Source: an optimization exercise on an open RTL-to-GDS flow (aim: a short achievable clock period and few clock cycles per item). Production flows keep margins and buffers that such runs may drop.
The RTL was checked by simulation tests, not by an equivalence proof against the original design.
Power is estimated from default activity; no workload was simulated.

==> job 2736: inputs <==
Design rv32i_core, start of the top module:
module rv32i_core #(
    parameter rv32i_pkg::word_t RESET_PC = '0
) (
    input  logic                clk,
    input  logic                rst_n,
    output logic                instr_read,
    output rv32i_pkg::word_t    instr_addr,
    input  logic                instr_resp,
    input  rv32i_pkg::word_t    instr_rdata,
    output logic                data_read,
    output logic                data_write,
    output rv32i_pkg::byte_en_t data_mbe,
    output rv32i_pkg::word_t    data_addr,
    output rv32i_pkg::word_t    data_wdata,
    input  logic                data_resp,
    input  rv32i_pkg::word_t    data_rdata
);
Settings: LEC_CHECK=0, CAP_MARGIN=20, CORE_MARGIN=2, CORE_UTILIZATION=30, PLACE_DENSITY=0.35, SETUP_SLACK_MARGIN=3.0, SLEW_MARGIN=20; clock period 5.5 ns.
run.sh (not shown) runs the stock make flow with config.mk's settings and CLKGATE_MAP_FILE= SYNTH_SCRIPT=/design/flow/synth_recipe.tcl, a recipe that flattens the netlist after the stock synthesis.
==> inputs of job 8930, as changes to job 2736 <==
--- a/flow/design.v
+++ b/flow/design.v
@@ -214,14 +214,12 @@
     logic        ir_add, ir_cmp, ir_cmpu, ir_xor, ir_or, ir_and, ir_sll, ir_sr, ir_sub, ir_sra;
     always_ff @(posedge clk) begin
         if (ir_free) begin
             ir_rs1    <= i2_rs1;
             ir_rs2    <= i2_rs2;
             ir_rd     <= i2_rd;
-            ir_rs1_oh <= i2_rs1_oh;
-            ir_rs2_oh <= i2_rs2_oh;
             ir_rd_oh  <= i2_rd_oh;
             ir_use1   <= i2_use1;
             ir_use2   <= i2_use2;
             ir_wr     <= i2_wr;
             ir_ld     <= i2_ld;
             ir_st     <= i2_st;
@@ -238,12 +236,16 @@
             ir_sll    <= i2_sll;
             ir_sr     <= i2_sr;
             ir_sub    <= i2_sub;
             ir_sra    <= i2_sra;
         end
     end
+    always_ff @(posedge clk) begin
+        ir_rs1_oh <= ir_free ? i2_rs1_oh : (32'd1 << ir_rs1);
+        ir_rs2_oh <= ir_free ? i2_rs2_oh : (32'd1 << ir_rs2);
+    end
     logic        e1_valid;
     logic [31:0] e1_a, e1_b, e1_s;
     logic        e1_fa, e1_fb, e1_fs;
     logic        e1_sd;        
     logic [4:0]  e1_sa;        
     logic        e1_fsa;
==> inputs of job 4377, as changes to job 2736 <==
--- a/flow/design.v
+++ b/flow/design.v
@@ -241,15 +241,12 @@
             ir_sra    <= i2_sra;
         end
     end
     logic        e1_valid;
     logic [31:0] e1_a, e1_b, e1_s;
     logic        e1_fa, e1_fb, e1_fs;
-    logic        e1_sd;        
-    logic [4:0]  e1_sa;        
-    logic        e1_fsa;
     logic [4:0]  e1_rd;
     logic        e1_wr, e1_ld, e1_st;
     logic [2:0]  e1_f3;
     logic        e1_add, e1_cmp, e1_cmpu, e1_xor, e1_or, e1_and, e1_sll, e1_sr, e1_sub, e1_sra;
     logic        e2_valid;
     logic [31:0] e2_p;         
@@ -265,13 +262,12 @@
     logic [4:0]  e2_rd;
     logic        e2_wr, e2_ld, e2_st;
     logic [2:0]  e2_f3;
     logic        e2_add, e2_cmp, e2_cmpu;
     logic [3:0]  e2_mbe;
     logic [31:0] e2_wd;
-    logic        e2_sd;
     logic [31:0] res_q;
     logic [31:0] res_oh;       
     logic [31:0] lr_q;
     logic [31:0] lr_oh;
     logic [31:0] busy;
     logic        mq_ld   [NM];
@@ -314,40 +310,37 @@
                     regs[i] <= lr_q;
                 end
             end
         end
     end
     logic ir_b1, ir_b2, ir_bd, ir_m1, ir_m2, ir_f1, ir_f2, ir_r1, ir_r2, ir_l1, ir_l2;
-    logic ir_u1, ir_u2;
     logic ir_t1, ir_t2, ir_td;
     logic ir_ldwr, ir_aluwr;
     assign ir_ldwr  = ir_ld && ir_wr;
     assign ir_aluwr = ir_wr && !ir_ld;
-    function automatic logic [5:0] next_state(
+    function automatic logic [4:0] next_state(
         input logic [4:0]  rs,
         input logic [31:0] rs_oh,
         input logic [31:0] busy_v,
         input logic [4:0]  ir_rd_v,
         input logic        set_v,      
         input logic        alu_v,      
-        input logic        lui_v,      
         input logic        clr_v,      
         input logic [4:0]  head_rd,
         input logic        e1_alu_v,
         input logic [4:0]  e1_rd_v,
         input logic        e2_fwd_v,
         input logic [4:0]  e2_rd_v
     );
-        logic b, m, u, f, r, l;
+        logic b, m, f, r, l;
         b = ((|(busy_v & rs_oh)) && !(clr_v && head_rd == rs)) || (set_v && ir_rd_v == rs);
         m = alu_v && ir_rd_v == rs;
-        u = lui_v && ir_rd_v == rs;
         f = e1_alu_v && e1_rd_v == rs;
         r = e2_fwd_v && e2_rd_v == rs;
         l = clr_v && head_rd == rs && !r;
-        next_state = {b, m, u, f, r, l};
+        next_state = {b, m, f, r, l};
     endfunction
     logic hm0_ok, hm1_ok, hme_ok, pb0, ph0;
     assign hm0_ok = mq_ld[0] && mq_wr[0];
     assign hm1_ok = mq_ld[1] && mq_wr[1];
     assign hme_ok = e2_valid && e2_ld && e2_wr;
     assign pb0    = push_behind[0];
@@ -358,43 +351,42 @@
     );
         logic t_pop, t_stay;
         t_pop  = (hm1_ok && mq_rd[1] == rs) || (pb0 && hme_ok && e2_rd == rs);
         t_stay = (hm0_ok && mq_rd[0] == rs) || (ph0 && hme_ok && e2_rd == rs);
         head_next = pop ? t_pop : t_stay;
     endfunction
-    logic [5:0] n1_hold, n2_hold, nd_hold, n1_new, n2_new, nd_new;
-    logic       set_now, alu_now, lui_now;
+    logic [4:0] n1_hold, n2_hold, nd_hold, n1_new, n2_new, nd_new;
+    logic       set_now, alu_now;
     assign set_now = issue && ir_ldwr;
-    assign alu_now = issue && ir_aluwr && !ir_azero;
-    assign lui_now = issue && ir_wr && ir_azero;
+    assign alu_now = issue && ir_aluwr;
     always_comb begin
-        n1_hold = next_state(ir_rs1, ir_rs1_oh, busy, ir_rd, 1'b0, 1'b0, 1'b0, ret_now, mq_rd[0],
+        n1_hold = next_state(ir_rs1, ir_rs1_oh, busy, ir_rd, 1'b0, 1'b0, ret_now, mq_rd[0],
                              e1_alu, e1_rd, e2_fwd, e2_rd);
-        n2_hold = next_state(ir_rs2, ir_rs2_oh, busy, ir_rd, 1'b0, 1'b0, 1'b0, ret_now, mq_rd[0],
+        n2_hold = next_state(ir_rs2, ir_rs2_oh, busy, ir_rd, 1'b0, 1'b0, ret_now, mq_rd[0],
                              e1_alu, e1_rd, e2_fwd, e2_rd);
-        nd_hold = next_state(ir_rd, ir_rd_oh, busy, ir_rd, 1'b0, 1'b0, 1'b0, ret_now, mq_rd[0],
+        nd_hold = next_state(ir_rd, ir_rd_oh, busy, ir_rd, 1'b0, 1'b0, ret_now, mq_rd[0],
                              e1_alu, e1_rd, e2_fwd, e2_rd);
-        n1_new  = next_state(i2_rs1, i2_rs1_oh, busy, ir_rd, set_now, alu_now, lui_now, ret_now, mq_rd[0],
+        n1_new  = next_state(i2_rs1, i2_rs1_oh, busy, ir_rd, set_now, alu_now, ret_now, mq_rd[0],
                              e1_alu, e1_rd, e2_fwd, e2_rd);
-        n2_new  = next_state(i2_rs2, i2_rs2_oh, busy, ir_rd, set_now, alu_now, lui_now, ret_now, mq_rd[0],
+        n2_new  = next_state(i2_rs2, i2_rs2_oh, busy, ir_rd, set_now, alu_now, ret_now, mq_rd[0],
                              e1_alu, e1_rd, e2_fwd, e2_rd);
-        nd_new  = next_state(i2_rd, i2_rd_oh, busy, ir_rd, set_now, alu_now, lui_now, ret_now, mq_rd[0],
+        nd_new  = next_state(i2_rd, i2_rd_oh, busy, ir_rd, set_now, alu_now, ret_now, mq_rd[0],
                              e1_alu, e1_rd, e2_fwd, e2_rd);
     end
     always_ff @(posedge clk) begin
         if (ir_free) begin
-            {ir_b1, ir_m1, ir_u1, ir_f1, ir_r1, ir_l1} <= n1_new;
-            {ir_b2, ir_m2, ir_u2, ir_f2, ir_r2, ir_l2} <= n2_new;
-            ir_bd <= nd_new[5];
+            {ir_b1, ir_m1, ir_f1, ir_r1, ir_l1} <= n1_new;
+            {ir_b2, ir_m2, ir_f2, ir_r2, ir_l2} <= n2_new;
+            ir_bd <= nd_new[4];
             ir_t1 <= head_next(i2_rs1, mq_pop);
             ir_t2 <= head_next(i2_rs2, mq_pop);
             ir_td <= head_next(i2_rd, mq_pop);
         end else begin
-            {ir_b1, ir_m1, ir_u1, ir_f1, ir_r1, ir_l1} <= n1_hold;
-            {ir_b2, ir_m2, ir_u2, ir_f2, ir_r2, ir_l2} <= n2_hold;
-            ir_bd <= nd_hold[5];
+            {ir_b1, ir_m1, ir_f1, ir_r1, ir_l1} <= n1_hold;
+            {ir_b2, ir_m2, ir_f2, ir_r2, ir_l2} <= n2_hold;
+            ir_bd <= nd_hold[4];
             ir_t1 <= head_next(ir_rs1, mq_pop);
             ir_t2 <= head_next(ir_rs2, mq_pop);
             ir_td <= head_next(ir_rd, mq_pop);
         end
     end
     logic        ret1, ret2, retd;
@@ -403,36 +395,32 @@
     logic [31:0] sh;
     logic [31:0] ld_val;
     assign ret1 = ir_t1;
     assign ret2 = ir_t2;
     assign retd = ir_td;
     assign haz1 = ir_use1 && ((ir_b1 && !(ret1 && data_resp)) || ir_m1);
-    assign haz2 = ir_use2 && ((ir_b2 && !(ret2 && data_resp)) || (ir_m2 && !ir_st));
+    assign haz2 = ir_use2 && ((ir_b2 && !(ret2 && data_resp)) || ir_m2);
     assign hazd = ir_wr && ir_bd && !(retd && data_resp);
     assign issue = ir_valid && !haz1 && !haz2 && !hazd && (!(ir_ld || ir_st) || room);
     always_comb begin
         rf1 = '0;
         rf2 = '0;
         for (int i = 1; i < 32; i++) begin
             rf1 = rf1 | ({32{ir_rs1_oh[i]}} & regs[i]);
             rf2 = rf2 | ({32{ir_rs2_oh[i]}} & regs[i]);
         end
-        if (ir_u1) begin
-            v1 = e1_b;
-        end else if (ir_r1) begin
+        if (ir_r1) begin
             v1 = res_q;
         end else if (ir_l1) begin
             v1 = lr_q;
         end else if (ret1) begin
             v1 = ld_val;
         end else begin
             v1 = rf1;
         end
-        if (ir_u2) begin
-            v2 = e1_b;
-        end else if (ir_r2) begin
+        if (ir_r2) begin
             v2 = res_q;
         end else if (ir_l2) begin
             v2 = lr_q;
         end else if (ret2) begin
             v2 = ld_val;
         end else begin
@@ -454,20 +442,17 @@
                 default: ;
             endcase
         end
     end
     always_ff @(posedge clk) begin
         e1_a    <= ir_azero ? 32'd0 : v1;
-        e1_fa   <= ir_f1 && !ir_u1 && !ir_azero;
+        e1_fa   <= ir_f1 && !ir_azero;
         e1_b    <= ir_bimm ? ir_imm : v2;
-        e1_fb   <= ir_f2 && !ir_u2 && !ir_bimm;
+        e1_fb   <= ir_f2 && !ir_bimm;
         e1_s    <= v2;
-        e1_fs   <= ir_f2 && !ir_u2 && !ir_m2;
-        e1_sd   <= ir_m2;
-        e1_sa   <= (ir_sll || ir_sr) ? (ir_bimm ? ir_imm[4:0] : v2[4:0]) : 5'd0;
-        e1_fsa  <= (ir_sll || ir_sr) && ir_f2 && !ir_u2 && !ir_bimm;
+        e1_fs   <= ir_f2;
         e1_rd   <= ir_rd;
         e1_wr   <= ir_wr;
         e1_ld   <= ir_ld;
         e1_st   <= ir_st;
         e1_f3   <= ir_f3;
         e1_add  <= ir_add;
@@ -490,14 +475,12 @@
     logic [31:0] st_data;
     logic [3:0]  st_mbe;
     assign a  = e1_fa ? res_q : e1_a;
     assign b  = e1_fb ? res_q : e1_b;
     assign s  = e1_fs ? res_q : e1_s;
     assign bx = b ^ {32{e1_sub}};
-    logic [4:0] sa;
-    assign sa = e1_fsa ? res_q[4:0] : e1_sa;
     assign gg = a & bx;
     assign p  = a ^ bx;
     always_comb begin
         for (int k = 0; k < 4; k++) begin
             c0[8*k] = 1'b0;
             pp[8*k] = 1'b1;
@@ -507,14 +490,14 @@
             end
             bg[k] = gg[8*k+7] || (p[8*k+7] && c0[8*k+7]);
             bp[k] = pp[8*k+7] && p[8*k+7];
         end
     end
     assign lo2 = a[1:0] + bx[1:0] + {1'b0, e1_sub};
-    assign slc   = a << {sa[4:2], 2'b00};
-    assign src_w = $signed({e1_sra && a[31], a}) >>> {sa[4:2], 2'b00};
+    assign slc   = a << {b[4:2], 2'b00};
+    assign src_w = $signed({e1_sra && a[31], a}) >>> {b[4:2], 2'b00};
     assign src   = src_w[31:0];
     assign x = ({32{e1_xor}} & (a ^ b))
              | ({32{e1_or}}  & (a | b))
              | ({32{e1_and}} & (a & b))
              | ({32{e1_sll}} & slc)
              | ({32{e1_sr}}  & src);
@@ -542,13 +525,13 @@
         e2_c0   <= c0;
         e2_pp   <= pp;
         e2_g    <= bg;
         e2_pa   <= bp;
         e2_cin  <= e1_sub;
         e2_x    <= x;
-        e2_sh   <= sa[1:0];
+        e2_sh   <= b[1:0];
         e2_sll  <= e1_sll;
         e2_sr   <= e1_sr;
         e2_sra  <= e1_sra;
         e2_a31  <= a[31];
         e2_b31  <= b[31];
         e2_rd   <= e1_rd;
@@ -558,13 +541,12 @@
         e2_f3   <= e1_f3;
         e2_add  <= e1_add;
         e2_cmp  <= e1_cmp;
         e2_cmpu <= e1_cmpu;
         e2_mbe  <= st_mbe;
         e2_wd   <= st_data;
-        e2_sd   <= e1_sd;
     end
     logic [4:0]  c;       
     logic [31:0] cb;      
     logic [31:0] sum;
     logic        lt;
     logic [31:0] sl_v, sr_v;
@@ -577,24 +559,12 @@
         end
         for (int k = 0; k < 4; k++) begin
             cb[8*k +: 8] = e2_c0[8*k +: 8] | (e2_pp[8*k +: 8] & {8{c[k]}});
         end
     end
     assign sum  = e2_p ^ cb;
-    logic [31:0] wd;
-    always_comb begin
-        if (e2_sd) begin
-            case (e2_f3[1:0])
-                2'b00:   wd = {4{res_q[7:0]}};
-                2'b01:   wd = {2{res_q[15:0]}};
-                default: wd = res_q;
-            endcase
-        end else begin
-            wd = e2_wd;
-        end
-    end
     assign lt   = e2_cmpu ? !c[4] : ((e2_a31 != e2_b31) ? e2_a31 : sum[31]);
     assign sl_v = e2_x << e2_sh;
     assign sr_w = $signed({e2_sra && e2_x[31], e2_x}) >>> e2_sh;
     assign sr_v = sr_w[31:0];
     assign ex2_res = ({32{e2_add}} & sum)
                    | ({32{e2_cmp}} & {31'd0, lt})
@@ -661,13 +631,13 @@
                     mq_addr[i] <= sum[31:2];
                     mq_off[i]  <= sum[1:0];
                     mq_f3[i]   <= e2_f3;
                     mq_rd[i]   <= e2_rd;
                     mq_wr[i]   <= e2_wr;
                     mq_mbe[i]  <= e2_mbe;
-                    mq_wd[i]   <= wd;
+                    mq_wd[i]   <= e2_wd;
                 end else if (i + 1 < NM) begin
                     mq_addr[i] <= mq_addr[(i + 1) % NM];
                     mq_off[i]  <= mq_off[(i + 1) % NM];
                     mq_f3[i]   <= mq_f3[(i + 1) % NM];
                     mq_rd[i]   <= mq_rd[(i + 1) % NM];
                     mq_wr[i]   <= mq_wr[(i + 1) % NM];
@@ -678,13 +648,13 @@
                 mq_addr[i] <= sum[31:2];
                 mq_off[i]  <= sum[1:0];
                 mq_f3[i]   <= e2_f3;
                 mq_rd[i]   <= e2_rd;
                 mq_wr[i]   <= e2_wr;
                 mq_mbe[i]  <= e2_mbe;
-                mq_wd[i]   <= wd;
+                mq_wd[i]   <= e2_wd;
             end
         end
     end
     assign sh = data_rdata >> {mq_off[0], 3'b000};
     always_comb begin
         case (mq_f3[0])
==> notes.md <==
Worst hold slack: job 2736 < job 8930 < job 4377.
In job 2736 the synthesized cell count is higher than in job 4377, by 3.1%.
Of job 2736 and job 4377, job 2736 has the higher area after synthesis (gap about 2.5%, measured against job 4377).
Sequential power: job 2736 < job 8930 < job 4377.
==> figures <==
quantity	job 8930	job 4377	job 2736
Share of cell area taken by muxes after synthesis	7.78%	11.3%	11.6%
Worst Hold Path EP	e2_f3[2]	e1_add	e2_sd
Number of synthesized register bits	2434	2424	2434
Switching component of the power	0.0193 W	0.0297 W	0.0141 W
Summed area of non-filler cells in the final layout	0.149 mm²	0.149 mm²	0.151 mm²
Chip Width	631 µm	633 µm	640 µm
Total iterations of the first detailed-routing run	7	9	10
Outcome	complete, no violations	complete, no violations	complete, no violations
Sequential portion of the cell area	37.6%	37.9%	37.5%
Wire length of the first global-routing pass	994000 µm	936000 µm	975000 µm
Testbench counts of job 2736, summed over its fixed seeds: cycles 31,524, instrs 25,048.
Testbench counts of job 8930, summed over its fixed seeds: cycles 31,524, instrs 25,048.
Testbench counts of job 4377, summed over its fixed seeds: cycles 32,247, instrs 25,048.

-- what the ideal ports hide --
The flow's constraints put no driver on any port. The routed layouts listed below were extracted and timed again, unchanged, in two steps.
Step 1 sets driving cells, clkbuf_16 on the clock port and buf_2 on the other inputs (assumed; they add their load-dependent delay and slew).
Step 2 also shifts input and output timing later by t, the mid clock arrival at the registers, as if the neighbouring blocks saw the same clock.
a / b / c = ideal / step 1 / step 2; a / b = the first two.
run	t, ns	slack for setup (ns)	worst setup path at the end
job 2736	1.073	2.681 / 2.681 / 1.926	input to register
job 8930	1.095	2.461 / 2.461 / 1.900	input to register
job 4377	1.066	2.689 / 2.689 / 1.823	input to register
After both steps setup and hold are still met in every run listed. The setup slack of job 4377, which loses most, moves by 0.000 ns with the drivers and by -0.866 ns with both steps.
